From an optimization exercise on the open Yosys and OpenROAD flow, aimed at small area, a short achievable clock period and few clock cycles per item; shortcuts taken in it are not production practice.
RTL that was checked went through simulation tests only; none was proved equivalent to the original.
For runs 1, 4 and 5, only the layout was checked, not whether the RTL still works.

--- flow/design.v ---
package neuron_pkg;
   typedef enum logic [1:0] {
      IDLE  = 2'd0,
      ACCUM = 2'd1,
      FLUSH = 2'd2,
      OUT   = 2'd3
   } mac_state_t;
   localparam logic [31:0] FP_POS_ZERO = 32'h0000_0000;
   localparam logic [31:0] FP_QNAN     = 32'h7FC0_0000;
   function automatic logic [31:0] fp_relu(input logic [31:0] v);
      fp_relu = v[31] ? FP_POS_ZERO : v;
   endfunction
endpackage
module spfp_mul_core
(
   input  logic [31:0] a_i,
   input  logic [31:0] b_i,
   output logic [25:0] ph_o,     
   output logic        st_o,     
   output logic        s_o,
   output logic [9:0]  e_o,      
   output logic        nan_o,
   output logic        inf_o,
   output logic        zero_o
);
   logic [7:0]  ea, eb;
   logic [47:0] prod;
   always_comb begin
      ea     = a_i[30:23];
      eb     = b_i[30:23];
      prod   = {24'd0, 1'b1, a_i[22:0]} * {24'd0, 1'b1, b_i[22:0]};
      ph_o   = prod[47:22];
      st_o   = |prod[21:0];
      s_o    = a_i[31] ^ b_i[31];
      e_o    = {2'd0, ea} + {2'd0, eb} - 10'd127;
      nan_o  = (ea == 8'hFF && a_i[22:0] != 23'd0) || (eb == 8'hFF && b_i[22:0] != 23'd0) ||
               (ea == 8'hFF && eb == 8'd0) || (eb == 8'hFF && ea == 8'd0);
      inf_o  = (ea == 8'hFF || eb == 8'hFF);
      zero_o = (ea == 8'd0 || eb == 8'd0);
   end
endmodule
module spfp_mul_round
(
   input  logic [25:0] ph_i,
   input  logic        st_i,
   input  logic        s_i,
   input  logic [9:0]  e_i,
   input  logic        nan_i,
   input  logic        inf_i,
   input  logic        zero_i,
   output logic [31:0] p_o
);
   logic [22:0] mn;
   logic        g, st;
   logic [9:0]  e, ef;
   logic [23:0] rnd;
   always_comb begin
      if (ph_i[25]) begin
         mn = ph_i[24:2];
         g  = ph_i[1];
         st = ph_i[0] | st_i;
      end else begin
         mn = ph_i[23:1];
         g  = ph_i[0];
         st = st_i;
      end
      e   = e_i + {9'd0, ph_i[25]};
      rnd = {1'b0, mn} + {23'd0, g & (st | mn[0])};
      ef  = e + {9'd0, rnd[23]};
      if (nan_i)                     p_o = neuron_pkg::FP_QNAN;
      else if (inf_i)                p_o = {s_i, 8'hFF, 23'd0};
      else if (zero_i)               p_o = {s_i, 31'd0};
      else if (ef[9] || ef == 10'd0) p_o = {s_i, 31'd0};
      else if (ef >= 10'd255)        p_o = {s_i, 8'hFF, 23'd0};
      else                           p_o = {s_i, ef[7:0], rnd[22:0]};
   end
endmodule
module spfp_multiplier
(
   input  logic [31:0] a_i,
   input  logic [31:0] b_i,
   output logic [31:0] p_o
);
   logic [25:0] ph;
   logic        st, s, nan, inf, zero;
   logic [9:0]  e;
   spfp_mul_core  u_core  (.a_i(a_i), .b_i(b_i), .ph_o(ph), .st_o(st), .s_o(s), .e_o(e),
                           .nan_o(nan), .inf_o(inf), .zero_o(zero));
   spfp_mul_round u_round (.ph_i(ph), .st_i(st), .s_i(s), .e_i(e), .nan_i(nan), .inf_i(inf),
                           .zero_i(zero), .p_o(p_o));
endmodule
module spfp_adder_subtractor
(
   input  logic [31:0] a_i,
   input  logic [31:0] b_i,
   input  logic        sub_i,
   output logic [31:0] y_o
);
   function automatic logic [4:0] lzc25(input logic [24:0] v);
      logic [4:0] n;
      n = 5'd25;
      for (int i = 0; i < 25; i++)
         if (v[i]) n = 5'(24 - i);
      lzc25 = n;
   endfunction
   logic        sa, sb, sub, a_ge, a_gt, b_gt, e_eq, nan, sx, sn;
   logic [7:0]  ea, eb, ex, d;
   logic [8:0]  dab, dba;
   logic [23:0] ma, mb, mx, my;
   logic [4:0]  sh, lz;
   logic [49:0] al;
   logic [26:0] y_al, n;
   logic [27:0] sum;
   logic [24:0] pd, qd, nr, nn, rnd;
   logic [9:0]  e1, e_f, e_nr;
   logic        up, far_zero, far_inf, near, p_neg;
   logic [31:0] y_far, y_near, y_n;
   always_comb begin
      sa   = a_i[31];
      sb   = b_i[31] ^ sub_i;
      ea   = a_i[30:23];
      eb   = b_i[30:23];
      ma   = {1'b1, a_i[22:0]};
      mb   = {1'b1, b_i[22:0]};
      sub  = sa ^ sb;
      dab  = {1'b0, ea} - {1'b0, eb};
      dba  = {1'b0, eb} - {1'b0, ea};
      a_ge = !dab[8];
      e_eq = (ea == eb);
      a_gt = a_ge && !e_eq;
      b_gt = !a_ge;
      ex   = a_ge ? ea : eb;
      sx   = a_ge ? sa : sb;
      mx   = a_ge ? ma : mb;
      my   = a_ge ? mb : ma;
      d    = a_ge ? dab[7:0] : dba[7:0];
      sh   = (d > 8'd27) ? 5'd27 : d[4:0];
      al   = {my, 26'd0} >> sh;
      y_al = {al[49:24], |al[23:0]};
      sum  = sub ? ({1'b0, mx, 3'b000} - {1'b0, y_al}) : ({1'b0, mx, 3'b000} + {1'b0, y_al});
      if (sum[27]) begin
         n  = {sum[27:2], |sum[1:0]};
         e1 = {2'd0, ex} + 10'd1;
      end else if (sum[26]) begin
         n  = sum[26:0];
         e1 = {2'd0, ex};
      end else begin
         n  = {sum[25:0], 1'b0};
         e1 = {2'd0, ex} - 10'd1;
      end
      up       = n[2] & ((|n[1:0]) | n[3]);
      rnd      = {1'b0, n[26:3]} + {24'd0, up};
      e_f      = e1 + {9'd0, rnd[24]};
      far_zero = (e_f == 10'd0);
      far_inf  = (e_f >= 10'd255);
      if (far_zero)     y_far = {sx, 31'd0};
      else if (far_inf) y_far = {sx, 8'hFF, 23'd0};
      else              y_far = {sx, e_f[7:0], rnd[24] ? rnd[23:1] : rnd[22:0]};
      pd    = {ma, 1'b0} - (a_gt ? {1'b0, mb} : {mb, 1'b0});
      qd    = {mb, 1'b0} - (b_gt ? {1'b0, ma} : {ma, 1'b0});
      p_neg = e_eq && (mb > ma);
      nr    = (b_gt || p_neg) ? qd : pd;
      sn    = (b_gt || p_neg) ? sb : sa;
      lz    = lzc25(nr);
      nn    = nr << lz;
      e_nr  = {2'd0, ex} - {5'd0, lz};
      if (nr == 25'd0)                  y_near = 32'd0;
      else if (e_nr[9] || e_nr == 10'd0) y_near = {sn, 31'd0};
      else                              y_near = {sn, e_nr[7:0], nn[23:1]};
      near  = sub && (e_eq || (d == 8'd1 && nr[24:23] == 2'b00));
      y_n = near ? y_near : y_far;
      nan  = (ea == 8'hFF && a_i[22:0] != 23'd0) || (eb == 8'hFF && b_i[22:0] != 23'd0) ||
             (ea == 8'hFF && eb == 8'hFF && sa != sb);
      if (nan)                        y_o = neuron_pkg::FP_QNAN;
      else if (ea == 8'hFF)           y_o = a_i;
      else if (eb == 8'hFF)           y_o = {sb, b_i[30:0]};
      else if (ea == 8'd0 && eb == 8'd0) y_o = {sa & sb, 31'd0};
      else if (ea == 8'd0)            y_o = {sb, b_i[30:0]};
      else if (eb == 8'd0)            y_o = a_i;
      else                            y_o = y_n;
   end
endmodule
module ReLU
(
   input  logic [31:0] x_i,
   output logic [31:0] y_o
);
   assign y_o = neuron_pkg::fp_relu(x_i);
endmodule
module neuron_mac_seq_ctrl
#(
   parameter  int N_INPUTS = 64,
   localparam int CNT_W    = $clog2(N_INPUTS + 1)
) (
   input  logic             clk,
   input  logic             rst,
   input  logic             start_i,
   input  logic [CNT_W-1:0] len_i,
   input  logic             in_valid_i,
   input  logic             load_i,       
   input  logic             blocked_i,    
   output logic             in_ready_o,
   output logic             busy_o,
   output logic             take_o,       
   output logic             issue_o,      
   output logic             first_o,      
   output logic             last_o,       
   output logic             zero_o        
);
   logic             p_full_q, p_fed_q, f_first_q;
   logic [CNT_W-1:0] p_len_q, f_cnt_q, len_clamp;
   logic             accept, last_pair, free, pick, pick_zero, pick_nz;
   assign len_clamp = (len_i > CNT_W'(N_INPUTS)) ? CNT_W'(N_INPUTS) : len_i;
   always_comb begin
      busy_o     = p_full_q;
      take_o     = start_i && !p_full_q;
      in_ready_o = (f_cnt_q != '0) && !((f_cnt_q == CNT_W'(1)) && blocked_i);
      accept     = in_ready_o && in_valid_i;
      last_pair  = accept && (f_cnt_q == CNT_W'(1));
      free       = (f_cnt_q == '0) || last_pair;
      pick       = free && p_full_q && !p_fed_q;
      pick_zero  = pick && (p_len_q == '0) && (f_cnt_q == '0) && !blocked_i;
      pick_nz    = pick && (p_len_q != '0);
      issue_o    = accept || pick_zero;
      first_o    = pick_zero || f_first_q;
      last_o     = last_pair || pick_zero;
      zero_o     = pick_zero;
   end
   always_ff @(posedge clk or posedge rst) begin
      if (rst) begin
         p_full_q  <= 1'b0;
         p_fed_q   <= 1'b0;
         p_len_q   <= '0;
         f_cnt_q   <= '0;
         f_first_q <= 1'b0;
      end else begin
         if (take_o) begin
            p_full_q <= 1'b1;
            p_fed_q  <= 1'b0;
            p_len_q  <= len_clamp;
         end else begin
            if (load_i) p_full_q <= 1'b0;
            if (pick_zero || pick_nz) p_fed_q <= 1'b1;
         end
         if (pick_nz)     f_cnt_q <= p_len_q;
         else if (accept) f_cnt_q <= f_cnt_q - CNT_W'(1);
         if (pick_nz)     f_first_q <= 1'b1;
         else if (accept) f_first_q <= 1'b0;
      end
   end
endmodule
module neuron_mac_seq
#(
   parameter  int N_INPUTS = 64,
   localparam int CNT_W    = $clog2(N_INPUTS + 1)
) (
   input  logic             clk,
   input  logic             rst,
   input  logic             start,
   input  logic [CNT_W-1:0] len,
   input  logic [31:0]      bias,
   input  logic             act_en,
   output logic             busy,
   input  logic             in_valid,
   output logic             in_ready,
   input  logic [31:0]      in_x,
   input  logic [31:0]      in_w,
   output logic             out_valid,
   input  logic             out_ready,
   output logic [31:0]      out_data
);
   logic        take, issue, first, last, zero, load, blocked;
   logic [31:0] p_bias_q;
   logic        p_act_q;
   logic [31:0] x_q, w_q;
   logic        v_i_q, f_i_q, l_i_q;
   logic [25:0] ph_d, ph_q;
   logic        st_d, st_q, s_d, s_q, nan_d, nan_q, inf_d, inf_q, zero_d, zero_q;
   logic [9:0]  e_d, e_q;
   logic        v_m_q, f_m_q, l_m_q;
   logic [31:0] p_d, p_q;
   logic        v_r_q, l_r_q;
   logic [31:0] acc_q, add_s, relu_s, out_q;
   logic        acc_act_q, out_v_q;
   assign load    = v_m_q && f_m_q;
   assign blocked = (v_i_q && l_i_q) || (v_m_q && l_m_q) || (v_r_q && l_r_q) || out_v_q;
   neuron_mac_seq_ctrl #(.N_INPUTS(N_INPUTS)) u_ctrl (
      .clk        (clk),
      .rst        (rst),
      .start_i    (start),
      .len_i      (len),
      .in_valid_i (in_valid),
      .load_i     (load),
      .blocked_i  (blocked),
      .in_ready_o (in_ready),
      .busy_o     (busy),
      .take_o     (take),
      .issue_o    (issue),
      .first_o    (first),
      .last_o     (last),
      .zero_o     (zero)
   );
   spfp_mul_core u_mul (.a_i(x_q), .b_i(w_q), .ph_o(ph_d), .st_o(st_d), .s_o(s_d), .e_o(e_d),
                        .nan_o(nan_d), .inf_o(inf_d), .zero_o(zero_d));
   spfp_mul_round u_rnd (.ph_i(ph_q), .st_i(st_q), .s_i(s_q), .e_i(e_q), .nan_i(nan_q),
                         .inf_i(inf_q), .zero_i(zero_q), .p_o(p_d));
   spfp_adder_subtractor u_add (.a_i(acc_q), .b_i(p_q), .sub_i(1'b0), .y_o(add_s));
   ReLU u_relu (.x_i(add_s), .y_o(relu_s));
   always_ff @(posedge clk or posedge rst) begin
      if (rst) begin
         v_i_q   <= 1'b0;
         f_i_q   <= 1'b0;
         l_i_q   <= 1'b0;
         v_m_q   <= 1'b0;
         f_m_q   <= 1'b0;
         l_m_q   <= 1'b0;
         v_r_q   <= 1'b0;
         l_r_q   <= 1'b0;
         out_v_q <= 1'b0;
      end else begin
         v_i_q <= issue;
         f_i_q <= first;
         l_i_q <= last;
         v_m_q <= v_i_q;
         f_m_q <= f_i_q;
         l_m_q <= l_i_q;
         v_r_q <= v_m_q;
         l_r_q <= l_m_q;
         if (v_r_q && l_r_q)            out_v_q <= 1'b1;
         else if (out_v_q && out_ready) out_v_q <= 1'b0;
      end
   end
   always_ff @(posedge clk) begin
      if (take) begin
         p_bias_q <= bias;
         p_act_q  <= act_en;
      end
      x_q    <= zero ? 32'd0 : in_x;
      w_q    <= zero ? 32'd0 : in_w;
      ph_q   <= ph_d;
      st_q   <= st_d;
      s_q    <= s_d;
      e_q    <= e_d;
      nan_q  <= nan_d;
      inf_q  <= inf_d;
      zero_q <= zero_d;
      p_q    <= p_d;
      if (load) begin
         acc_q     <= p_bias_q;
         acc_act_q <= p_act_q;
      end else if (v_r_q) begin
         acc_q <= add_s;
      end
      if (v_r_q && l_r_q) out_q <= acc_act_q ? relu_s : add_s;
   end
   assign out_valid = out_v_q;
   assign out_data  = out_q;
endmodule
--- flow/run.sh ---
#!/bin/bash
# synth_recipe.tcl (not shown) runs the flow's synth.tcl, then flattens the netlist and writes it again
# the make line also repeats each setting of config.mk as NAME=value (left out here)
make -C /OpenROAD-flow-scripts/flow DESIGN_CONFIG=/design/flow/config.mk WORK_HOME=/design/flow/orfs CLKGATE_MAP_FILE= SYNTH_SCRIPT=/design/flow/synth_recipe.tcl finish
--- flow/config.mk ---
export PLATFORM = sky130hd
export DESIGN_NAME = neuron_mac_seq
export DESIGN_NICKNAME = neuron_mac_seq
export VERILOG_FILES = /design/flow/design.v
export SDC_FILE = /design/flow/constraint.sdc
export NUM_CORES = 4
export LEC_CHECK = 0
export CAP_MARGIN = 20
export CORE_MARGIN = 2
export CORE_UTILIZATION = 40
export SLEW_MARGIN = 20
--- flow/constraint.sdc ---
create_clock -name core_clock -period 15.0 [get_ports {clk}]
set_input_delay 3.0000 -clock core_clock [delete_from_list [all_inputs] [get_ports {clk}]]
set_output_delay 3.0000 -clock core_clock [all_outputs]
set_load 0.01 [all_outputs]
==> metrics.csv, run 1 <==
metric,value,unit
outcome,no timing/DRC/antenna violations,
"Setup Fix Bufs, Post-CTS",0,
Worst R2R Setup Slack,1.27,ns
Slew headroom,0.247,
"commonest non-fill, non-tap cell in the layout",inv_1,
"EDFF count, synth",98,
Tcrit/Tclk final,0.915,
Longest Clk Path Bufs,3,
initial DRC count,3416,
share of cells above drive strength 1,0.0546,
Synth Instances,5185,
Hold Slack,0.347,ns
cells on worst reg2reg path,46,
fill count,10710,
Mapped Nets,6113,
Vias,38112,
Hold Path Depth,0,
Initial Util,0.403,
area of the multi-input gates,0.0332,sq mm
HPWL Detailed,113,mm
worst hold endpoint,f_m_q,
most frequent cells in the layout,"675 x inv_1, 614 x nand2_1, 490 x fa_1, 329 x ha_1, 290 x nor2_1",
"most used cell, CP",ha_1,
TNS Setup,0,ns
Fin. Hold Viols,0,
clock tree from TritonCTS,built,
I/O pins,144,
prevailing post-synth register cell,dfxtp_1,
WP data required,15.43,ns
Final GP Congestion,0.972,
r2r endpoint,acc_q[19],
CP max-delay cell,or4b_1,
clock sink count,261,
Core Region,0.107,sq mm
Num CTS Buffers,30,
post-synthesis register bit count,261,
wire length per cell,21.9,um
"Distinct cells, synth",115,
HP Class,reg2reg,
pin slew with the least headroom to its limit,1.13,ns
area grow syn2layout,9.21,%
die height,332,um
hold path startpoint,f_i_q,
Pre-antenna DRT Iters,6,
grt total ovfl,0,
Root Buffer,clkbuf_16,
# DRC,0,
Max Cap Viol,0,
fin crit period,13.73,ns
total routed wirelength,146,mm
Critical Path AT,14.16,ns
final setup fails,0,
async set or reset register ratio after synthesis,0.0996,
reg2reg start,p_q[29],
Fin Clk Skew,0.0369,ns
"Cell Area, Synth",0.0431,sq mm
crit start category,register,
Sequential Area,0.00634,sq mm
crit path max fanout,26,
setup ws final,1.27,ns
Post-CTS Resized,0,
CTS Hold Bufs,0,
Routed Antenna Nets,0,
vias in the first global route,38133,
pre-CTS setup slack,1.57,ns
number of port buffers,143,
first-pass GRT wire length,226,mm
CTS clock-pin slew for the worst setup and hold paths,0.06,ns
count of pins over their slew limit,0,
initial antenna violation count,4,
Die Footprint,0.110,sq mm
YS warnings,6,
kind of critical path,reg2reg,
register area share after synthesis,0.147,
total track usage,0.261,
die width,332,um
Worst setup EP type,register,
fmax,72.8,MHz
"slowest stage delay, CP",0.78,ns
"Avg Cell Area, Syn",8.31,sq um
clock latency (worst-skew pair),0.63,ns
CTS H-tree depth,1,
RSZ-0062 raised after global routing,false,
largest net degree at the start of global routing,65,
fin nets,6143,
Via density,5.74,
site row count,120,
## layout make-up
| class | instances | area share |
|---|---|---|
| flip-flops and latches | 261 | 0.135 |
| inverters | 681 | 0.0544 |
| repair buffers | 254 | 0.0486 |
| diodes | 1 | 0.0000532 |
| well taps | 1403 | 0.0373 |
| clock buffers | 34 | 0.0167 |
| multi-input cells | 3987 | 0.705 |
| clock inverters | 19 | 0.00375 |
## critical path: cells and delay by family, from the launching register on
| kind | cells | cell delay [ns] |
|---|---|---|
| and+or+nand+nor | 14 | 4.44 |
| DFF | 1 | 0.47 |
| adders and majority gates | 5 | 1.52 |
| AOI/OAI and AO/OA | 20 | 4.98 |
| muxes | 2 | 1.07 |
| buffers and inverters | 5 | 1.04 |
## cells in the mapped netlist (57+ instances only)
library cell	n	area, sq um
nor2b_1	89	557
xnor2_1	103	902
dfxtp_1	137	2740
a21oi_1	229	1150
fa_1	490	9810
nor4_1	68	425
nor3_1	110	551
a21o_1	62	465
nand2_1	615	2310
and2_1	282	1760
edfxtp_1	98	2940
clkbuf_1	202	758
nor2_1	290	1090
xor2_1	59	517
a211oi_1	57	428
nand3_1	86	430
mux2i_1	154	1540
o21ai_0	205	1030
ha_1	329	4120
inv_1	677	2540
## per-layer routing
metal	GRT usage	vias up	wire (um)
li1	-	17567	-
met1	0.351	18729	62500
met2	0.426	1500	66500
met3	0.0344	316	10400
met4	0.100	0	6320
met5	0	-	0
## flip-flops by register name (all words and copies together) (netlist names), 10 cells and up
register	flops
e_q	10
acc_q	32
out_q	32
p_bias_q	32
ph_q	26
x_q	32
w_q	32
p_q	32
## cells by family after synthesis
family	synth area share
AO/OA/AOI/OAI	0.156
XOR/XNOR	0.0336
adder cells (fa/ha/maj)	0.323
buffers and inverters	0.0846
flip-flops	0.147
multiplexers	0.0441
AND/OR/NAND/NOR	0.211
## metrics by stage
step | utilization | cells | cell area, sq um
2_1_floorplan | - | 5185 | 43100
3_3_place_gp | 0.431 | 6584 | 46100
3_5_place_dp | 0.431 | 6585 | 46100
4_1_cts | 0.440 | 6638 | 47000
5_1_grt | 0.440 | 6639 | 47100
6_report | 0.440 | 6640 | 47100
## worst max path at each step
stage	slack, ns	endpoint	startpoint
detailed placement	1.57	acc_q[7]	p_q[29]
global route	0.24	acc_q[7]	p_q[29]
CTS	1.50	acc_q[7]	p_q[29]
global placement	1.84	acc_q[19]	p_q[29]
floorplan	4.07	acc_q[12]	acc_q[23]
finish	1.27	acc_q[19]	p_q[29]
==> inputs of run 2 (changes only) <==
--- a/flow/design.v
+++ b/flow/design.v
@@ -50,29 +50,44 @@
    input  logic        zero_i,
    output logic [31:0] p_o
 );
-   logic [22:0] mn;
-   logic        g, st;
-   logic [9:0]  e, ef;
-   logic [23:0] rnd;
+   logic [23:0] r_hi, r_lo;
+   logic        up_hi, up_lo, c;
+   logic [9:0]  e0, e1, e2, ef;
+   logic        z0, z1, z2, o0, o1, o2, uf, of;
+   logic [22:0] m;
    always_comb begin
+      up_hi = ph_i[1] & (ph_i[0] | st_i | ph_i[2]);
+      up_lo = ph_i[0] & (st_i | ph_i[1]);
+      r_hi  = {1'b0, ph_i[24:2]} + {23'd0, up_hi};
+      r_lo  = {1'b0, ph_i[23:1]} + {23'd0, up_lo};
+      e0    = e_i;
+      e1    = e_i + 10'd1;
+      e2    = e_i + 10'd2;
+      z0    = e0[9] || e0 == 10'd0;
+      z1    = e1[9] || e1 == 10'd0;
+      z2    = e2[9] || e2 == 10'd0;
+      o0    = !e0[9] && e0 >= 10'd255;
+      o1    = !e1[9] && e1 >= 10'd255;
+      o2    = !e2[9] && e2 >= 10'd255;
       if (ph_i[25]) begin
-         mn = ph_i[24:2];
-         g  = ph_i[1];
-         st = ph_i[0] | st_i;
+         c  = r_hi[23];
+         m  = r_hi[22:0];
+         ef = c ? e2 : e1;
+         uf = c ? z2 : z1;
+         of = c ? o2 : o1;
       end else begin
-         mn = ph_i[23:1];
-         g  = ph_i[0];
-         st = st_i;
+         c  = r_lo[23];
+         m  = r_lo[22:0];
+         ef = c ? e1 : e0;
+         uf = c ? z1 : z0;
+         of = c ? o1 : o0;
       end
-      e   = e_i + {9'd0, ph_i[25]};
-      rnd = {1'b0, mn} + {23'd0, g & (st | mn[0])};
-      ef  = e + {9'd0, rnd[23]};
-      if (nan_i)                     p_o = neuron_pkg::FP_QNAN;
-      else if (inf_i)                p_o = {s_i, 8'hFF, 23'd0};
-      else if (zero_i)               p_o = {s_i, 31'd0};
-      else if (ef[9] || ef == 10'd0) p_o = {s_i, 31'd0};
-      else if (ef >= 10'd255)        p_o = {s_i, 8'hFF, 23'd0};
-      else                           p_o = {s_i, ef[7:0], rnd[22:0]};
+      if (nan_i)       p_o = neuron_pkg::FP_QNAN;
+      else if (inf_i)  p_o = {s_i, 8'hFF, 23'd0};
+      else if (zero_i) p_o = {s_i, 31'd0};
+      else if (uf)     p_o = {s_i, 31'd0};
+      else if (of)     p_o = {s_i, 8'hFF, 23'd0};
+      else             p_o = {s_i, ef[7:0], m};
    end
 endmodule
 module spfp_multiplier
@@ -108,12 +123,16 @@
    logic [8:0]  dab, dba;
    logic [23:0] ma, mb, mx, my;
    logic [4:0]  sh, lz;
-   logic [49:0] al;
-   logic [26:0] y_al, n;
-   logic [27:0] sum;
-   logic [24:0] pd, qd, nr, nn, rnd;
-   logic [9:0]  e1, e_f, e_nr;
-   logic        up, far_zero, far_inf, near, p_neg;
+   logic [49:0] al_a, al_b;
+   logic [26:0] ya, yb;
+   logic [27:0] sum, sum_a, sum_b;
+   logic [24:0] pd, qd, nr, nn;
+   logic [9:0]  e_nr;
+   logic [24:0] r_a, r_b, r_c;
+   logic [22:0] far_m;
+   logic [7:0]  far_e, ex_m1, ex_p1, ex_p2;
+   logic        up_a, up_b, up_c, far_zero, far_inf, near, p_neg, spec;
+   logic [31:0] y_spec;
    logic [31:0] y_far, y_near, y_n;
    always_comb begin
       sa   = a_i[31];
@@ -131,31 +150,41 @@
       b_gt = !a_ge;
       ex   = a_ge ? ea : eb;
       sx   = a_ge ? sa : sb;
-      mx   = a_ge ? ma : mb;
-      my   = a_ge ? mb : ma;
-      d    = a_ge ? dab[7:0] : dba[7:0];
-      sh   = (d > 8'd27) ? 5'd27 : d[4:0];
-      al   = {my, 26'd0} >> sh;
-      y_al = {al[49:24], |al[23:0]};
-      sum  = sub ? ({1'b0, mx, 3'b000} - {1'b0, y_al}) : ({1'b0, mx, 3'b000} + {1'b0, y_al});
+      al_b = {mb, 26'd0} >> dab[4:0];
+      al_a = {ma, 26'd0} >> dba[4:0];
+      yb   = (dab[7:5] != 3'd0) ? 27'd1 : {al_b[49:24], |al_b[23:0]};
+      ya   = (dba[7:5] != 3'd0) ? 27'd1 : {al_a[49:24], |al_a[23:0]};
+      sum_a = {1'b0, ma, 3'b000} + ({1'b0, yb} ^ {28{sub}}) + {27'd0, sub};
+      sum_b = {1'b0, mb, 3'b000} + ({1'b0, ya} ^ {28{sub}}) + {27'd0, sub};
+      sum   = a_ge ? sum_a : sum_b;
+      up_a = sum[3] & ((|sum[2:0]) | sum[4]);
+      up_b = sum[2] & ((|sum[1:0]) | sum[3]);
+      up_c = sum[1] & (sum[0] | sum[2]);
+      r_a  = {1'b0, sum[27:4]} + {24'd0, up_a};
+      r_b  = {1'b0, sum[26:3]} + {24'd0, up_b};
+      r_c  = {1'b0, sum[25:2]} + {24'd0, up_c};
+      ex_m1 = ex - 8'd1;
+      ex_p1 = ex + 8'd1;
+      ex_p2 = ex + 8'd2;
       if (sum[27]) begin
-         n  = {sum[27:2], |sum[1:0]};
-         e1 = {2'd0, ex} + 10'd1;
+         far_m    = r_a[24] ? 23'd0 : r_a[22:0];
+         far_e    = r_a[24] ? ex_p2 : ex_p1;
+         far_zero = 1'b0;
+         far_inf  = (ex == 8'd254) || (r_a[24] && ex == 8'd253);
       end else if (sum[26]) begin
-         n  = sum[26:0];
-         e1 = {2'd0, ex};
+         far_m    = r_b[24] ? 23'd0 : r_b[22:0];
+         far_e    = r_b[24] ? ex_p1 : ex;
+         far_zero = 1'b0;
+         far_inf  = r_b[24] && ex == 8'd254;
       end else begin
-         n  = {sum[25:0], 1'b0};
-         e1 = {2'd0, ex} - 10'd1;
+         far_m    = r_c[24] ? 23'd0 : r_c[22:0];
+         far_e    = r_c[24] ? ex : ex_m1;
+         far_zero = !r_c[24] && ex == 8'd1;
+         far_inf  = 1'b0;
       end
-      up       = n[2] & ((|n[1:0]) | n[3]);
-      rnd      = {1'b0, n[26:3]} + {24'd0, up};
-      e_f      = e1 + {9'd0, rnd[24]};
-      far_zero = (e_f == 10'd0);
-      far_inf  = (e_f >= 10'd255);
       if (far_zero)     y_far = {sx, 31'd0};
       else if (far_inf) y_far = {sx, 8'hFF, 23'd0};
-      else              y_far = {sx, e_f[7:0], rnd[24] ? rnd[23:1] : rnd[22:0]};
+      else              y_far = {sx, far_e, far_m};
       pd    = {ma, 1'b0} - (a_gt ? {1'b0, mb} : {mb, 1'b0});
       qd    = {mb, 1'b0} - (b_gt ? {1'b0, ma} : {ma, 1'b0});
       p_neg = e_eq && (mb > ma);
@@ -167,17 +196,18 @@
       if (nr == 25'd0)                  y_near = 32'd0;
       else if (e_nr[9] || e_nr == 10'd0) y_near = {sn, 31'd0};
       else                              y_near = {sn, e_nr[7:0], nn[23:1]};
-      near  = sub && (e_eq || (d == 8'd1 && nr[24:23] == 2'b00));
+      near  = sub && (e_eq || ((dab == 9'd1 || dba == 9'd1) && nr[24:23] == 2'b00));
       y_n = near ? y_near : y_far;
       nan  = (ea == 8'hFF && a_i[22:0] != 23'd0) || (eb == 8'hFF && b_i[22:0] != 23'd0) ||
              (ea == 8'hFF && eb == 8'hFF && sa != sb);
-      if (nan)                        y_o = neuron_pkg::FP_QNAN;
-      else if (ea == 8'hFF)           y_o = a_i;
-      else if (eb == 8'hFF)           y_o = {sb, b_i[30:0]};
-      else if (ea == 8'd0 && eb == 8'd0) y_o = {sa & sb, 31'd0};
-      else if (ea == 8'd0)            y_o = {sb, b_i[30:0]};
-      else if (eb == 8'd0)            y_o = a_i;
-      else                            y_o = y_n;
+      spec = (ea == 8'hFF) || (eb == 8'hFF) || (ea == 8'd0) || (eb == 8'd0);
+      if (nan)                           y_spec = neuron_pkg::FP_QNAN;
+      else if (ea == 8'hFF)              y_spec = a_i;
+      else if (eb == 8'hFF)              y_spec = {sb, b_i[30:0]};
+      else if (ea == 8'd0 && eb == 8'd0) y_spec = {sa & sb, 31'd0};
+      else if (ea == 8'd0)               y_spec = {sb, b_i[30:0]};
+      else                               y_spec = a_i;
+      y_o = spec ? y_spec : y_n;
    end
 endmodule
 module ReLU
--- a/flow/config.mk
+++ b/flow/config.mk
@@ -7,5 +7,5 @@
 export LEC_CHECK = 0
 export CAP_MARGIN = 20
 export CORE_MARGIN = 2
-export CORE_UTILIZATION = 40
+export CORE_UTILIZATION = 55
 export SLEW_MARGIN = 20
==> run 2 against run 1 <==
Still clean. Register-to-register slack better by 1.8 ns. Flip-flop and latch count stayed put. Synthesized cell count rose by 8.5%. Worst hold slack improved by 0.0040 ns. Cell area grew 4.8%. Highest routed layer is now met5.
==> metrics.csv, run 2 <==
metric,value,unit
kind of critical path,reg2reg,
final setup fails,0,
post-synthesis register bit count,261,
crit path max fanout,53,
Hold Slack,0.351,ns
CTS H-tree depth,1,
fin nets,6576,
# DRC,0,
"commonest non-fill, non-tap cell in the layout",nand2_1,
fmax,83.8,MHz
most frequent cell after synthesis,nand2_1,
HPWL Detailed,129,mm
Critical Path AT,12.36,ns
Commonest cells post-synth,"682 x nand2_1, 642 x inv_1, 488 x fa_1, 400 x nor2_1, 347 x a21oi_1",
r2r endpoint,out_q[14],
Final Util,0.600,
Num CTS Buffers,29,
I/O pins,144,
first-pass GRT wire length,249,mm
Worst R2R Setup Slack,3.07,ns
clock tree from TritonCTS,built,
TNS Setup,0,ns
Final GP Congestion,1.03,
RSZ-0062 raised after global routing,false,
CP max-delay cell,ha_1,
worst hold endpoint,f_m_q,
Routed Antenna Nets,0,
clock latency (worst-skew pair),0.60,ns
area of the multi-input gates,0.0360,sq mm
prevailing post-synth register cell,dfxtp_1,
"slowest stage delay, CP",0.76,ns
grt total ovfl,0,
crit start category,register,
Mapped Nets,6567,
Longest Clk Path Bufs,3,
die width,293,um
hold path startpoint,f_i_q,
cells on worst reg2reg path,34,
initial antenna violation count,7,
Pre-antenna DRT Iters,8,
wire length per cell,24.3,um
WP data required,15.43,ns
count of pins over their slew limit,0,
area grow syn2layout,7.65,%
YS warnings,6,
Core Region,0.0822,sq mm
top cell type's share of synthesized area,0.213,
Root Buffer,clkbuf_16,
total routed wirelength,164,mm
Fin Clk Skew,0.0330,ns
largest area contributor in the netlist,fa_1,
"Distinct cells, synth",116,
"Avg Cell Area, Syn",8.15,sq um
CTS Hold Bufs,0,
Post-CTS Resized,0,
reg2reg start,acc_q[25],
site row count,105,
"Setup Fix Bufs, Post-CTS",0,
Initial Util,0.557,
Finished Layout Cells,6735,
Synth Instances,5625,
finished layout cell area,0.0493,sq mm
most frequent cells in the layout,"681 x nand2_1, 638 x inv_1, 488 x fa_1, 399 x nor2_1, 347 x a21oi_1",
pin slew with the least headroom to its limit,1.22,ns
vias in the first global route,41232,
Slew headroom,0.174,
share of cells above drive strength 1,0.0534,
clock sink count,261,
Tcrit/Tclk final,0.795,
placed cell areas,0.0483,sq mm
register area share after synthesis,0.138,
initial DRC count,3438,
Sequential Area,0.00634,sq mm
HP Class,reg2reg,
largest net degree at the start of global routing,68,
Via density,6.21,
Worst setup EP type,register,
number of port buffers,143,
Fin. Hold Viols,0,
CTS clock-pin slew for the worst setup and hold paths,0.07,ns
fin crit period,11.93,ns
outcome,no timing/DRC/antenna violations,
"top cells by area, synth","fa_1 21%, ha_1 9.4%, edfxtp_1 6.4%",
"Cell Area, Synth",0.0458,sq mm
Max Cap Viol,0,
Vias,41845,
async set or reset register ratio after synthesis,0.0996,
Hold Path Depth,0,
Die Footprint,0.0857,sq mm
total track usage,0.379,
"EDFF count, synth",98,
dpl cells,6672,
"most used cell, CP",a21o_1,
die height,293,um
fill count,7475,
run 2: kinds of logic (layout without fill, tap and decap cells):
group                    Yosys count  in the layout  synth area share
other                              0              8                 0
XOR/XNOR                         280            280            0.0540
AO/OA/AOI/OAI                   1142           1142             0.164
flip-flops                       261            261             0.138
AND/OR/NAND/NOR                 2049           2049             0.218
buffers and inverters            915            947            0.0774
adder cells (fa/ha/maj)          833            833             0.307
multiplexers                     145            145            0.0410
run 2: routing by layer:
layer	GRT usage	vias up	share of wire	wire length (um)
met4	0.231	6	0.072	11700
li1	-	19173	-	-
met3	0.0636	465	0.086	14100
met1	0.466	20227	0.38	62200
met2	0.625	1974	0.46	75600
met5	0	-	0.00029	47
run 2: critical path: cells and delay by family, from the launching register on:
| family | cells | cell delay [ns] |
|---|---|---|
| compound gates | 18 | 5.45 |
| simple gates | 8 | 2.44 |
| fa+ha+maj | 3 | 1.58 |
| buf+inv | 2 | 1.04 |
| mux | 2 | 0.52 |
| flops | 1 | 0.48 |
| xor+xnor | 1 | 0.19 |
run 2: worst max path at each step:
stage / startpoint / to / slack (ns) / cells past startpoint
6_report: acc_q[25] / out_q[14] / 3.07 / 34
5_1_grt: acc_q[25] / out_q[17] / 2.26 / 34
2_1_floorplan: acc_q[23] / acc_q[11] / 4.91 / 42
3_3_place_gp: acc_q[25] / out_q[17] / 3.66 / 34
4_1_cts: acc_q[25] / out_q[14] / 3.35 / 34
3_5_place_dp: acc_q[23] / out_q[14] / 3.45 / 37
run 2: per-stage QoR:
stage | setup slack (ns)
after floorplan | 4.91
after global placement | 3.66
after detailed placement | 3.45
after CTS | 3.35
after global routing | 2.26
final | 3.07
run 2: area by class of cell:
class | instances | share of cell area
Tap cell | 1070 | 0.0271
Antenna cell | 8 | 0.000406
Inverter | 646 | 0.0491
Sequential cell | 261 | 0.129
Clock buffer | 43 | 0.0183
Multi-Input combinational cell | 4449 | 0.730
Clock inverter | 11 | 0.00180
Timing Repair Buffer | 247 | 0.0449
Testbench counts of run 2, summed over its fixed seeds: cycles 7,900, items 7,831.
==> inputs of run 3 (changes only) <==
--- a/flow/config.mk
+++ b/flow/config.mk
@@ -7,5 +7,6 @@
 export LEC_CHECK = 0
 export CAP_MARGIN = 20
 export CORE_MARGIN = 2
-export CORE_UTILIZATION = 55
+export CORE_UTILIZATION = 40
+export SETUP_SLACK_MARGIN = 5
 export SLEW_MARGIN = 20
==> run 3 against run 2 <==
Synthesized cell count stayed put. Via count is 0.47% lower. Final cell count is 7.0% higher. Highest routed layer unchanged. Critical path type unchanged. Core utilization decreased by 16 points. Worst setup slack improved by 2.4 ns. First-iteration DRC count up 2.2%. Global-route usage shrank 10 points. Wire length increased by 1.4%.
==> metrics.csv, run 3 <==
metric,value,unit
Root Buffer,clkbuf_16,
initial DRC count,3512,
final setup fails,0,
top cell type's share of synthesized area,0.213,
Num CTS Buffers,31,
Die Footprint,0.117,sq mm
Pre-antenna DRT Iters,6,
CTS H-tree depth,1,
CTS Hold Bufs,0,
"Distinct cells, synth",116,
"Cell Area, Synth",0.0458,sq mm
HP Class,reg2reg,
clock latency (worst-skew pair),0.62,ns
share of cells above drive strength 1,0.0668,
most frequent cell after synthesis,nand2_1,
vias in the first global route,41385,
"commonest non-fill, non-tap cell in the layout",nand2_1,
reg2reg start,acc_q[23],
"EDFF count, synth",98,
grt total ovfl,0,
Vias,41647,
Critical Path AT,9.95,ns
fin crit period,9.52,ns
crit path from,acc_q[23],
post-synthesis register bit count,261,
"Avg Cell Area, Syn",8.15,sq um
Core Region,0.114,sq mm
clock tree from TritonCTS,built,
largest area contributor in the netlist,fa_1,
Max Cap Viol,0,
fmax,105,MHz
Longest Clk Path Bufs,3,
"slowest stage delay, CP",0.59,ns
Routed Antenna Nets,0,
Via density,5.78,
Mapped Nets,6567,
outcome,no timing/DRC/antenna violations,
Final GP Congestion,1.00,
Synth Instances,5625,
prevailing post-synth register cell,dfxtp_1,
Commonest cells post-synth,"682 x nand2_1, 642 x inv_1, 488 x fa_1, 400 x nor2_1, 347 x a21oi_1",
initial antenna violation count,12,
Slew headroom,0.262,
most frequent cells in the layout,"680 x nand2_1, 637 x inv_1, 487 x fa_1, 397 x nor2_1, 342 x ha_1",
kind of critical path,reg2reg,
CP max-delay cell,or3_1,
crit path max fanout,39,
first-pass GRT wire length,253,mm
area grow syn2layout,9.98,%
Worst setup EP type,register,
Initial Util,0.402,
largest net degree at the start of global routing,67,
# DRC,0,
total track usage,0.280,
pin slew with the least headroom to its limit,1.11,ns
HPWL Detailed,129,mm
Fin Clk Skew,0.0197,ns
clock sink count,261,
site row count,124,
number of port buffers,143,
Tcrit/Tclk final,0.635,
wire length per cell,23.0,um
crit start category,register,
"top cells by area, synth","fa_1 21%, ha_1 9.4%, edfxtp_1 6.4%",
die height,343,um
TNS Setup,0,ns
hold path startpoint,f_i_q,
CTS clock-pin slew for the worst setup and hold paths,0.06,ns
RSZ-0062 raised after global routing,false,
I/O pins,144,
YS warnings,6,
async set or reset register ratio after synthesis,0.0996,
Fin. Hold Viols,0,
Final Util,0.442,
register area share after synthesis,0.138,
fin nets,6606,
total routed wirelength,166,mm
count of pins over their slew limit,0,
die width,343,um
WP data required,15.43,ns
## run 3: cell count changes in the layout (fill, tap and decap cells not counted), moves of 4 or more
cell       before  now
clkbuf_8        6    0
a21oi_1       347  340
a2111oi_0      12    8
o21ai_0       190  185
a211oi_2        4   11
inv_4           1    5
a21oi_2         1    7
a211oi_1       78   70
buf_4         103  124
## run 3: area by class of cell
type | count | area, sq um
inverter | 646 | 2430
multi-input combinational | 4451 | 36300
antenna | 5 | 12.5
fill | 11527 | 63600
tap | 1512 | 1890
timing repair inverter | 1 | 5.00
clock inverter | 20 | 176
timing repair buffer | 272 | 2420
clock buffer | 37 | 841
sequential | 261 | 6340
## run 3: critical path, delay by kind of cell, from the launching register on
kind / cells / cell delay, ns
buffers and inverters: 4 / 0.75
DFF: 1 / 0.49
AOI/OAI and AO/OA: 12 / 3.21
adders and majority gates: 4 / 1.28
muxes: 2 / 0.51
and+or+nand+nor: 11 / 3.01
## run 3: what timing repair did
item | CTS | global route
pin swaps | 2 | 4
endpoints found under the hold margin | 0 | 0
gates cloned | 2 | 1
endpoints found under the setup margin | 60 | 55
buffers inserted | 3 | 8
resized for setup | 21 | 51
## run 3: metal layers
| layer | vias to the layer above | global-route usage | share of wire | wire length, um |
|---|---|---|---|---|
| met1 | 20275 | 0.361 | 0.40 | 66900 |
| li1 | 19210 | - | - | - |
| met3 | 397 | 0.0535 | 0.091 | 15000 |
| met4 | 12 | 0.123 | 0.048 | 8040 |
| met5 | - | 0 | 0.00048 | 79 |
| met2 | 1753 | 0.454 | 0.46 | 76000 |
## run 3: worst paths after layout
kind | end | slack, ns | cells past startpoint
max | out_q[18] | 5.48 | 33
max in group asynchronous | u_ctrl.f_cnt_q[1] | 11.88 | 2
min reg2reg | f_m_q | 0.35 | 0
min | f_m_q | 0.35 | 0
min in group asynchronous | out_v_q | 2.75 | 2
max reg2reg | out_q[18] | 5.48 | 33
## run 3: cell families (layout without fill, tap and decap cells)
family | count (synthesis) | in the layout | synth area share
flops | 261 | 261 | 0.138
fa+ha+maj | 833 | 833 | 0.307
buf+inv | 915 | 976 | 0.0774
xor+xnor | 280 | 280 | 0.0540
other cells | 0 | 5 | 0
simple gates | 2049 | 2049 | 0.218
mux | 145 | 145 | 0.0410
compound gates | 1142 | 1144 | 0.164
## run 3: per-stage QoR
stage	instance area, sq um	hold slack (ns)	setup WS [ns]	cells
global route	50400	0.369	5.01	7200
detailed placement	49000	0.340	3.41	7129
CTS	50100	0.355	5.01	7191
global placement	49000	0.334	3.45	7128
floorplan	45800	0.331	5.07	5625
finish	50400	0.352	5.48	7205
==> inputs of run 4 (changes only) <==
--- a/flow/design.v
+++ b/flow/design.v
@@ -123,9 +123,9 @@
    logic [8:0]  dab, dba;
    logic [23:0] ma, mb, mx, my;
    logic [4:0]  sh, lz;
-   logic [49:0] al_a, al_b;
-   logic [26:0] ya, yb;
-   logic [27:0] sum, sum_a, sum_b;
+   logic [49:0] al;
+   logic [26:0] y_al;
+   logic [27:0] sum;
    logic [24:0] pd, qd, nr, nn;
    logic [9:0]  e_nr;
    logic [24:0] r_a, r_b, r_c;
@@ -150,13 +150,12 @@
       b_gt = !a_ge;
       ex   = a_ge ? ea : eb;
       sx   = a_ge ? sa : sb;
-      al_b = {mb, 26'd0} >> dab[4:0];
-      al_a = {ma, 26'd0} >> dba[4:0];
-      yb   = (dab[7:5] != 3'd0) ? 27'd1 : {al_b[49:24], |al_b[23:0]};
-      ya   = (dba[7:5] != 3'd0) ? 27'd1 : {al_a[49:24], |al_a[23:0]};
-      sum_a = {1'b0, ma, 3'b000} + ({1'b0, yb} ^ {28{sub}}) + {27'd0, sub};
-      sum_b = {1'b0, mb, 3'b000} + ({1'b0, ya} ^ {28{sub}}) + {27'd0, sub};
-      sum   = a_ge ? sum_a : sum_b;
+      mx   = a_ge ? ma : mb;
+      my   = a_ge ? mb : ma;
+      d    = a_ge ? dab[7:0] : dba[7:0];
+      al   = {my, 26'd0} >> d[4:0];
+      y_al = (d[7:5] != 3'd0) ? 27'd1 : {al[49:24], |al[23:0]};
+      sum  = {1'b0, mx, 3'b000} + ({1'b0, y_al} ^ {28{sub}}) + {27'd0, sub};
       up_a = sum[3] & ((|sum[2:0]) | sum[4]);
       up_b = sum[2] & ((|sum[1:0]) | sum[3]);
       up_c = sum[1] & (sum[0] | sum[2]);
==> flow/flow/run.sh (new file) <==
#!/bin/bash
set -euo pipefail
bash standard.sh SETUP_SLACK_MARGIN=${MARGIN:-7} finish > standard.log 2>&1
==> flow/standard.sh (new file) <==
#!/bin/bash
# synth_recipe.tcl (not shown) runs the flow's synth.tcl, then flattens the netlist and writes it again
# the make line also repeats each setting of config.mk as NAME=value (left out here)
make -C /OpenROAD-flow-scripts/flow DESIGN_CONFIG=/design/flow/config.mk WORK_HOME=/design/flow/orfs CLKGATE_MAP_FILE= SYNTH_SCRIPT=/design/flow/synth_recipe.tcl "${@:-finish}"
--- a/flow/config.mk
+++ b/flow/config.mk
@@ -7,6 +7,5 @@
 export LEC_CHECK = 0
 export CAP_MARGIN = 20
 export CORE_MARGIN = 2
-export CORE_UTILIZATION = 40
-export SETUP_SLACK_MARGIN = 5
+export CORE_UTILIZATION = 50
 export SLEW_MARGIN = 20
removed: flow/run.sh
==> run 4 against run 3 <==
Count of clock-buffer cells in the layout increased by 6. Highest routed layer unchanged. Core utilization increased by 18 points. Worst setup slack improved by 1.3 ns. Critical path type unchanged. First-iteration DRC count increased by 3.2%. Via count decreased by 0.41%. Synthesized cell count decreased by 5.4%. Critical path depth decreased by 2. Die area decreased by 24%. Clock skew increased by 0.0071 ns.
==> metrics.csv, run 4 <==
metric,value,unit
number of port buffers,143,
Fin Clk Skew,0.0269,ns
Worst setup EP type,register,
"slowest stage delay, CP",0.60,ns
Max Cap Viol,0,
I/O pins,144,
total track usage,0.364,
Critical Path AT,8.59,ns
"commonest non-fill, non-tap cell in the layout",inv_1,
Mapped Nets,6237,
CTS Hold Bufs,0,
first-pass GRT wire length,249,mm
pin slew with the least headroom to its limit,1.26,ns
worst hold endpoint,f_m_q,
vias in the first global route,40154,
initial DRC count,3624,
"EDFF count, synth",98,
reg2reg start,acc_q[23],
most frequent cell after synthesis,nand2_1,
final setup fails,0,
"Cell Area, Synth",0.0437,sq mm
clock latency (worst-skew pair),0.60,ns
Routed Antenna Nets,0,
Num CTS Buffers,35,
initial antenna violation count,4,
Vias,41475,
Initial Util,0.504,
die height,300,um
largest area contributor in the netlist,fa_1,
largest net degree at the start of global routing,65,
die width,300,um
YS warnings,6,
post-synthesis register bit count,261,
top cell type's share of synthesized area,0.224,
Final GP Congestion,1.01,
CTS clock-pin slew for the worst setup and hold paths,0.06,ns
prevailing post-synth register cell,dfxtp_1,
"Distinct cells, synth",100,
clock sink count,261,
clock tree from TritonCTS,built,
fin nets,6527,
Hold Slack,0.367,ns
count of pins over their slew limit,0,
cells on worst reg2reg path,31,
wire length per cell,25.0,um
# DRC,0,
Die Footprint,0.0897,sq mm
fin crit period,8.18,ns
Longest Clk Path Bufs,3,
Via density,6.10,
r2r endpoint,acc_q[28],
async set or reset register ratio after synthesis,0.0996,
kind of critical path,reg2reg,
HP Class,reg2reg,
outcome,no timing/DRC/antenna violations,
WP data required,15.41,ns
CP max-delay cell,mux4_2,
"Avg Cell Area, Syn",8.21,sq um
crit start category,register,
Hold Path Depth,0,
RSZ-0062 raised after global routing,true,
Root Buffer,clkbuf_16,
most frequent cells in the layout,"651 x inv_1, 648 x nand2_1, 476 x fa_1, 310 x and2_1, 283 x nor2_1",
grt total ovfl,0,
Tcrit/Tclk final,0.546,
Commonest cells post-synth,"666 x nand2_1, 658 x inv_1, 488 x fa_1, 320 x ha_1, 319 x and2_1",
crit path max fanout,11,
TNS Setup,0,ns
share of cells above drive strength 1,0.173,
site row count,108,
hold path startpoint,f_i_q,
Synth Instances,5320,
Core Region,0.0866,sq mm
"top cells by area, synth","fa_1 22%, ha_1 9.2%, edfxtp_1 6.7%",
Worst R2R Setup Slack,6.82,ns
fmax,122,MHz
area grow syn2layout,22.8,%
total routed wirelength,170,mm
Slew headroom,0.152,
HPWL Detailed,121,mm
Fin. Hold Viols,0,
register area share after synthesis,0.145,
CTS H-tree depth,2,
Pre-antenna DRT Iters,6,
[run 4: logic make-up (layout without fill, tap and decap cells)]
family                   count (synthesis)  in the layout  synth area share
AND/OR/NAND/NOR                       1868           1872             0.210
AO/OA/AOI/OAI                         1052           1053             0.159
buffers and inverters                  936           1247            0.0812
adder cells (fa/ha/maj)                808            808             0.315
flip-flops                             261            261             0.145
XOR/XNOR                               224            224            0.0451
multiplexers                           171            171            0.0442
other                                    0              3                 0
[run 4: timing repair]
action | 4_1_cts | 5_1_grt
pin swaps | 83 | 198
resized for setup | 325 | 407
setup endpoints to repair | 73 | 68
buffers inserted | 112 | 144
gates cloned | 18 | 18
[run 4: worst max-delay path by stage]
| stage | startpoint | to | slack [ns] | cells after the start |
|---|---|---|---|---|
| 6_report | acc_q[23] | acc_q[28] | 6.82 | 31 |
| 5_1_grt | acc_q[23] | acc_q[28] | 6.70 | 34 |
| 4_1_cts | acc_q[23] | acc_q[3] | 6.96 | 37 |
| 3_5_place_dp | p_q[26] | acc_q[6] | 4.24 | 36 |
| 3_3_place_gp | p_q[26] | acc_q[5] | 4.39 | 34 |
| 2_1_floorplan | acc_q[25] | acc_q[15] | 6.97 | 42 |
[run 4: cell type report]
cell class	instances	area (sq um)
multi-input combinational	4128	36600
fill	7689	33000
sequential	261	6430
timing repair buffer	518	5470
inverter	665	2530
tap	1155	1450
clock buffer	43	968
clock inverter	20	211
timing repair inverter	1	8.76
antenna	3	7.51
[run 4: critical path, delay by kind of cell, from the launching register on]
| family | cells | cell delay, ns |
|---|---|---|
| AND/OR/NAND/NOR | 17 | 4.48 |
| multiplexers | 1 | 0.60 |
| XOR/XNOR | 1 | 0.17 |
| flip-flops | 1 | 0.47 |
| adder cells (fa/ha/maj) | 4 | 0.89 |
| AO/OA/AOI/OAI | 5 | 0.92 |
| buffers and inverters | 3 | 0.40 |
[run 4: metal layers]
layer	up-vias	track usage	wire length, um
li1	18631	-	-
met1	20315	0.442	64600
met5	-	0	26
met4	4	0.223	13300
met3	574	0.0676	13900
met2	1951	0.599	77900
[run 4: per-stage QoR]
stage	utilization	worst slack [ns]	instances	cell area, sq um
2_1_floorplan	-	6.97	5320	44000
3_3_place_gp	0.535	4.39	6435	46400
3_5_place_dp	0.535	4.24	6435	46400
4_1_cts	0.580	6.96	6628	50300
5_1_grt	0.619	6.70	6793	53600
6_report	0.619	6.82	6794	53600
==> inputs of run 5 (changes only) <==
--- a/flow/design.v
+++ b/flow/design.v
@@ -15,8 +15,10 @@
 (
    input  logic [31:0] a_i,
    input  logic [31:0] b_i,
-   output logic [25:0] ph_o,     
-   output logic        st_o,     
+   input  logic        z_i,      
+   output logic [23:0] plo_o,    
+   output logic        stl_o,    
+   output logic [35:0] phi_o,    
    output logic        s_o,
    output logic [9:0]  e_o,      
    output logic        nan_o,
@@ -24,19 +26,38 @@
    output logic        zero_o
 );
    logic [7:0]  ea, eb;
-   logic [47:0] prod;
+   logic [23:0] ma, mb;
+   logic [35:0] lo;
    always_comb begin
       ea     = a_i[30:23];
       eb     = b_i[30:23];
-      prod   = {24'd0, 1'b1, a_i[22:0]} * {24'd0, 1'b1, b_i[22:0]};
-      ph_o   = prod[47:22];
-      st_o   = |prod[21:0];
-      s_o    = a_i[31] ^ b_i[31];
+      ma     = {1'b1, a_i[22:0]};
+      mb     = {1'b1, b_i[22:0]};
+      lo     = {12'd0, ma} * {24'd0, mb[11:0]};
+      plo_o  = lo[35:12];
+      stl_o  = |lo[11:0];
+      phi_o  = {12'd0, ma} * {24'd0, mb[23:12]};
+      s_o    = (a_i[31] ^ b_i[31]) & !z_i;
       e_o    = {2'd0, ea} + {2'd0, eb} - 10'd127;
-      nan_o  = (ea == 8'hFF && a_i[22:0] != 23'd0) || (eb == 8'hFF && b_i[22:0] != 23'd0) ||
-               (ea == 8'hFF && eb == 8'd0) || (eb == 8'hFF && ea == 8'd0);
-      inf_o  = (ea == 8'hFF || eb == 8'hFF);
-      zero_o = (ea == 8'd0 || eb == 8'd0);
+      nan_o  = !z_i && ((ea == 8'hFF && a_i[22:0] != 23'd0) || (eb == 8'hFF && b_i[22:0] != 23'd0) ||
+               (ea == 8'hFF && eb == 8'd0) || (eb == 8'hFF && ea == 8'd0));
+      inf_o  = !z_i && (ea == 8'hFF || eb == 8'hFF);
+      zero_o = z_i || ea == 8'd0 || eb == 8'd0;
+   end
+endmodule
+module spfp_mul_merge
+(
+   input  logic [23:0] plo_i,
+   input  logic        stl_i,
+   input  logic [35:0] phi_i,
+   output logic [25:0] ph_o,     
+   output logic        st_o      
+);
+   logic [35:0] hi;
+   always_comb begin
+      hi   = phi_i + {12'd0, plo_i};    
+      ph_o = hi[35:10];
+      st_o = stl_i | (|hi[9:0]);
    end
 endmodule
 module spfp_mul_round
@@ -96,11 +117,15 @@
    input  logic [31:0] b_i,
    output logic [31:0] p_o
 );
+   logic [23:0] plo;
+   logic [35:0] phi;
+   logic        stl;
    logic [25:0] ph;
    logic        st, s, nan, inf, zero;
    logic [9:0]  e;
-   spfp_mul_core  u_core  (.a_i(a_i), .b_i(b_i), .ph_o(ph), .st_o(st), .s_o(s), .e_o(e),
+   spfp_mul_core  u_core  (.a_i(a_i), .b_i(b_i), .z_i(1'b0), .plo_o(plo), .stl_o(stl), .phi_o(phi), .s_o(s), .e_o(e),
                            .nan_o(nan), .inf_o(inf), .zero_o(zero));
+   spfp_mul_merge u_merge (.plo_i(plo), .stl_i(stl), .phi_i(phi), .ph_o(ph), .st_o(st));
    spfp_mul_round u_round (.ph_i(ph), .st_i(st), .s_i(s), .e_i(e), .nan_i(nan), .inf_i(inf),
                            .zero_i(zero), .p_o(p_o));
 endmodule
@@ -112,11 +137,33 @@
    output logic [31:0] y_o
 );
    function automatic logic [4:0] lzc25(input logic [24:0] v);
-      logic [4:0] n;
-      n = 5'd25;
-      for (int i = 0; i < 25; i++)
-         if (v[i]) n = 5'(24 - i);
-      lzc25 = n;
+      logic [31:0] x;
+      logic [15:0] v1;
+      logic [15:0] p1;
+      logic [7:0]  v2;
+      logic [15:0] p2;
+      logic [3:0]  v3;
+      logic [11:0] p3;
+      logic [1:0]  v4;
+      logic [7:0]  p4;
+      x = {v, 7'h7F};
+      for (int i = 0; i < 16; i++) begin
+         v1[i] = x[2*i+1] | x[2*i];
+         p1[i] = !x[2*i+1];
+      end
+      for (int i = 0; i < 8; i++) begin
+         v2[i]        = v1[2*i+1] | v1[2*i];
+         p2[2*i+:2]   = v1[2*i+1] ? {1'b0, p1[2*i+1]} : {1'b1, p1[2*i]};
+      end
+      for (int i = 0; i < 4; i++) begin
+         v3[i]        = v2[2*i+1] | v2[2*i];
+         p3[3*i+:3]   = v2[2*i+1] ? {1'b0, p2[2*(2*i+1)+:2]} : {1'b1, p2[2*(2*i)+:2]};
+      end
+      for (int i = 0; i < 2; i++) begin
+         v4[i]        = v3[2*i+1] | v3[2*i];
+         p4[4*i+:4]   = v3[2*i+1] ? {1'b0, p3[3*(2*i+1)+:3]} : {1'b1, p3[3*(2*i)+:3]};
+      end
+      lzc25 = v4[1] ? {1'b0, p4[7:4]} : {1'b1, p4[3:0]};
    endfunction
    logic        sa, sb, sub, a_ge, a_gt, b_gt, e_eq, nan, sx, sn;
    logic [7:0]  ea, eb, ex, d;
@@ -127,6 +174,7 @@
    logic [26:0] y_al;
    logic [27:0] sum;
    logic [24:0] pd, qd, nr, nn;
+   logic [25:0] pdx;
    logic [9:0]  e_nr;
    logic [24:0] r_a, r_b, r_c;
    logic [22:0] far_m;
@@ -184,9 +232,10 @@
       if (far_zero)     y_far = {sx, 31'd0};
       else if (far_inf) y_far = {sx, 8'hFF, 23'd0};
       else              y_far = {sx, far_e, far_m};
-      pd    = {ma, 1'b0} - (a_gt ? {1'b0, mb} : {mb, 1'b0});
+      pdx   = {1'b0, ma, 1'b0} - (a_gt ? {2'b0, mb} : {1'b0, mb, 1'b0});
+      pd    = pdx[24:0];
       qd    = {mb, 1'b0} - (b_gt ? {1'b0, ma} : {ma, 1'b0});
-      p_neg = e_eq && (mb > ma);
+      p_neg = e_eq && pdx[25];
       nr    = (b_gt || p_neg) ? qd : pd;
       sn    = (b_gt || p_neg) ? sb : sa;
       lz    = lzc25(nr);
@@ -302,9 +351,12 @@
    logic [31:0] p_bias_q;
    logic        p_act_q;
    logic [31:0] x_q, w_q;
-   logic        v_i_q, f_i_q, l_i_q;
-   logic [25:0] ph_d, ph_q;
-   logic        st_d, st_q, s_d, s_q, nan_d, nan_q, inf_d, inf_q, zero_d, zero_q;
+   logic        v_i_q, f_i_q, l_i_q, z_i_q;
+   logic [23:0] plo_d, plo_q;
+   logic [35:0] phi_d, phi_q;
+   logic        stl_d, stl_q;
+   logic [25:0] ph;
+   logic        st, s_d, s_q, nan_d, nan_q, inf_d, inf_q, zero_d, zero_q;
    logic [9:0]  e_d, e_q;
    logic        v_m_q, f_m_q, l_m_q;
    logic [31:0] p_d, p_q;
@@ -329,9 +381,10 @@
       .last_o     (last),
       .zero_o     (zero)
    );
-   spfp_mul_core u_mul (.a_i(x_q), .b_i(w_q), .ph_o(ph_d), .st_o(st_d), .s_o(s_d), .e_o(e_d),
+   spfp_mul_core u_mul (.a_i(x_q), .b_i(w_q), .z_i(z_i_q), .plo_o(plo_d), .stl_o(stl_d), .phi_o(phi_d), .s_o(s_d), .e_o(e_d),
                         .nan_o(nan_d), .inf_o(inf_d), .zero_o(zero_d));
-   spfp_mul_round u_rnd (.ph_i(ph_q), .st_i(st_q), .s_i(s_q), .e_i(e_q), .nan_i(nan_q),
+   spfp_mul_merge u_mrg (.plo_i(plo_q), .stl_i(stl_q), .phi_i(phi_q), .ph_o(ph), .st_o(st));
+   spfp_mul_round u_rnd (.ph_i(ph), .st_i(st), .s_i(s_q), .e_i(e_q), .nan_i(nan_q),
                          .inf_i(inf_q), .zero_i(zero_q), .p_o(p_d));
    spfp_adder_subtractor u_add (.a_i(acc_q), .b_i(p_q), .sub_i(1'b0), .y_o(add_s));
    ReLU u_relu (.x_i(add_s), .y_o(relu_s));
@@ -364,10 +417,12 @@
          p_bias_q <= bias;
          p_act_q  <= act_en;
       end
-      x_q    <= zero ? 32'd0 : in_x;
-      w_q    <= zero ? 32'd0 : in_w;
-      ph_q   <= ph_d;
-      st_q   <= st_d;
+      x_q    <= in_x;
+      w_q    <= in_w;
+      z_i_q  <= zero;
+      plo_q  <= plo_d;
+      stl_q  <= stl_d;
+      phi_q  <= phi_d;
       s_q    <= s_d;
       e_q    <= e_d;
       nan_q  <= nan_d;
==> flow/flow/run.sh (replaced) <==
#!/bin/bash
set -euo pipefail
bash standard.sh SETUP_SLACK_MARGIN=7 finish > standard.log 2>&1
==> run 5 against run 4 <==
Critical endpoint is now acc_q[2]. Global-route usage shrank 2.7 points. Critical path type unchanged. Clock skew grew 0.012 ns. Count of clock-buffer cells in the layout grew 2. Worst hold slack lost 0.018 ns. Die area grew 0.71%. Synthesized area grew 0.72%.
==> metrics.csv, run 5 <==
metric,value,unit
crit-path leading delay family,compound AO/OA/AOI/OAI gates,
r2r endpoint,acc_q[2],
crit path from,acc_q[23],
total routed wirelength,156,mm
Commonest cells post-synth,"754 x nand2_1, 578 x inv_1, 446 x fa_1, 356 x nor2_1, 296 x ha_1",
crit start category,register,
initial antenna violation count,7,
Num CTS Buffers,39,
Worst R2R Setup Slack,6.93,ns
clock sink count,296,
Biggest register,phi_q,
Die Footprint,0.0904,sq mm
met3 wire len,15.2,mm
CTS H-tree depth,2,
Max Cap Viol,0,
M1 WL,65.7,mm
fin nets,6377,
vias in the first global route,39829,
HP Class,reg2reg,
cells on worst reg2reg path,33,
Vias,40853,
initial DRC count,3882,
Final GP Congestion,1.04,
Synth Area in Simple Gates,0.210,
post-synthesis register bit count,296,
pin slew with the least headroom to its limit,1.16,ns
kind of critical path,reg2reg,
fmax,124,MHz
clock latency (worst-skew pair),0.63,ns
CTS Hold Bufs,0,
site row count,108,
fin crit period,8.07,ns
Longest Clk Path Bufs,3,
Fin Clk Skew,0.0385,ns
first-pass GRT wire length,235,mm
largest net degree at the start of global routing,45,
Initial Util,0.506,
clock tree from TritonCTS,built,
crit path max fanout,13,
async set or reset register ratio after synthesis,0.0878,
top cell type's share of synthesized area,0.203,
setup ws final,6.93,ns
most frequent cell after synthesis,nand2_1,
WP data required,15.35,ns
outcome,no timing/DRC/antenna violations,
total track usage,0.336,
RSZ-0062 raised after global routing,true,
Crit path depth,33,
Synth Area in Adders,0.287,
YS warnings,7,
number of port buffers,143,
Synth Area in Compound Gates,0.161,
"Cell Area, Synth",0.0440,sq mm
CTS clock-pin slew for the worst setup and hold paths,0.06,ns
die width,301,um
reg2reg start,acc_q[23],
Fin. Hold Viols,0,
multiplexer share of the synthesized area,0.0509,
Worst setup EP type,register,
most frequent cells in the layout,"749 x nand2_1, 572 x inv_1, 444 x fa_1, 340 x nor2_1, 257 x ha_1",
WP buf/inv,6,
largest area contributor in the netlist,fa_1,
count of pins over their slew limit,0,
die height,301,um
Synth Instances,5342,
Via density,6.09,
pre-CTS setup slack,5.06,ns
CP max-delay cell,mux4_2,
XOR/XNOR Fraction of Synth Area,0.0569,
# DRC,0,
fill count,8121,
share of cells above drive strength 1,0.136,
I/O pins,144,
Critical Path AT,8.43,ns
Core Region,0.0870,sq mm
met2 routed WL,68.1,mm
"slowest stage delay, CP",0.53,ns
Root Buffer,clkbuf_16,
"Distinct cells, synth",119,
Routed Antenna Nets,0,
HPWL Detailed,117,mm
Pre-antenna DRT Iters,6,
"EDFF count, synth",98,
grt total ovfl,0,
"top cells by area, synth","fa_1 20%, ha_1 8.4%, dfxtp_1 7.8%",
top sig layer,met5,
Slew headroom,0.220,
area grow syn2layout,17.5,%
wire length per cell,23.3,um
largest family of logic cells by synthesized area,adder cells,
register area share after synthesis,0.160,
end point of the critical path,acc_q[2],
TNS Setup,0,ns
Tcrit/Tclk final,0.538,
final setup fails,0,
"Avg Cell Area, Syn",8.23,sq um
Mapped Nets,6193,
Largest register FFs,36,
"commonest non-fill, non-tap cell in the layout",nand2_1,
prevailing post-synth register cell,dfxtp_1,
## run 5: cell count changes after synthesis, moves of 20 or more
cell,before,now
a21boi_0,10,31
a21o_1,97,76
and2_1,319,235
dfxtp_1,137,172
fa_1,488,446
ha_1,320,296
inv_1,658,578
nand2_1,666,754
nor2_1,312,356
nor2b_1,30,50
xnor2_1,143,196
## run 5: worst min path at each step
stage               startpoint  endpoint  slack (ns)  cells past startpoint
finish                   f_i_q     f_m_q        0.35                      0
global route             f_i_q     f_m_q        0.36                      0
CTS                      f_i_q     f_m_q        0.35                      0
detailed placement       f_i_q     f_m_q        0.34                      0
global placement         f_i_q     f_m_q        0.34                      0
floorplan                f_i_q     f_m_q        0.33                      0
## run 5: worst reg2reg max path, delay by kind of cell (launching register included)
family          cells  cell delay [ns]
compound gates      9             2.40
simple gates       12             2.27
fa+ha+maj           4             0.90
buf+inv             6             1.03
mux                 2             0.79
flops               1             0.43
## run 5: repair_timing
action                     CTS  global route
pin swaps                   47            94
gates resized for setup    176           261
setup endpoints to repair   64            63
setup buffers               59            92
cloned                       6            13
hold endpoints to repair     0             0
## run 5: area by class of cell
class / instances / area, sq um / share of cell area
Tap cell: 1155 / 1450 / 0.0280
Antenna cell: 2 / 5.00 / 0.0000969
Sequential cell: 296 / 7040 / 0.136
Timing Repair Buffer: 397 / 3840 / 0.0743
Inverter: 582 / 2210 / 0.0429
Multi-Input combinational cell: 4210 / 35800 / 0.692
Clock inverter: 26 / 308 / 0.00596
Clock buffer: 45 / 1060 / 0.0205
## run 5: logic make-up after synthesis
group | count (synthesis)
compound gates | 1050
flops | 296
fa+ha+maj | 742
mux | 194
xor+xnor | 283
simple gates | 1936
buf+inv | 841
## run 5: per-layer routing
layer | up-vias | global-route usage
li1 | 18522 | -
met1 | 20049 | 0.460
met2 | 1874 | 0.519
met3 | 402 | 0.0690
met4 | 6 | 0.141
met5 | - | 0
## run 5: per-stage QoR
stage / hold WS, ns / instances / instance area [sq um] / utilization
2_1_floorplan: 0.331 / 5342 / 44300 / -
3_3_place_gp: 0.335 / 6470 / 46700 / 0.536
5_1_grt: 0.363 / 6711 / 51700 / 0.594
6_report: 0.349 / 6713 / 51700 / 0.594
4_1_cts: 0.351 / 6606 / 49400 / 0.568
3_5_place_dp: 0.339 / 6470 / 46700 / 0.536

[separate check: timing with driven ports]
How much do the figures lean on ideal ports? The routed layouts below were timed once more, with nothing changed but the port constraints. Step 1 assumes that a clkbuf_16 drives the clock port and a buf_2 every other input. Step 2 moves the port delays by t, midway between the first and last clock arrival at a register: inputs arrive t later, outputs are due t later. That takes back most of the time a late clock gives input paths. Slacks: ideal / step 1 / step 2; pairs: ideal / step 1.
| run | t, ns | setup slack, ns | hold slack, ns |
|---|---|---|---|
| run 1 | 0.675 | 1.272 / 1.272 / 1.272 | 0.347 / 0.347 / 0.347 |
| run 2 | 0.637 | 3.071 / 3.071 / 3.071 | 0.351 / 0.351 / 0.351 |
| run 3 | 0.662 | 5.478 / 5.478 / 5.478 | 0.352 / 0.352 / 0.352 |
| run 4 | 0.651 | 6.817 / 6.817 / 6.817 | 0.367 / 0.367 / 0.367 |
| run 5 | 0.684 | 6.926 / 6.926 / 6.926 | 0.349 / 0.349 / 0.349 |
After both steps setup and hold are still met in every run listed.
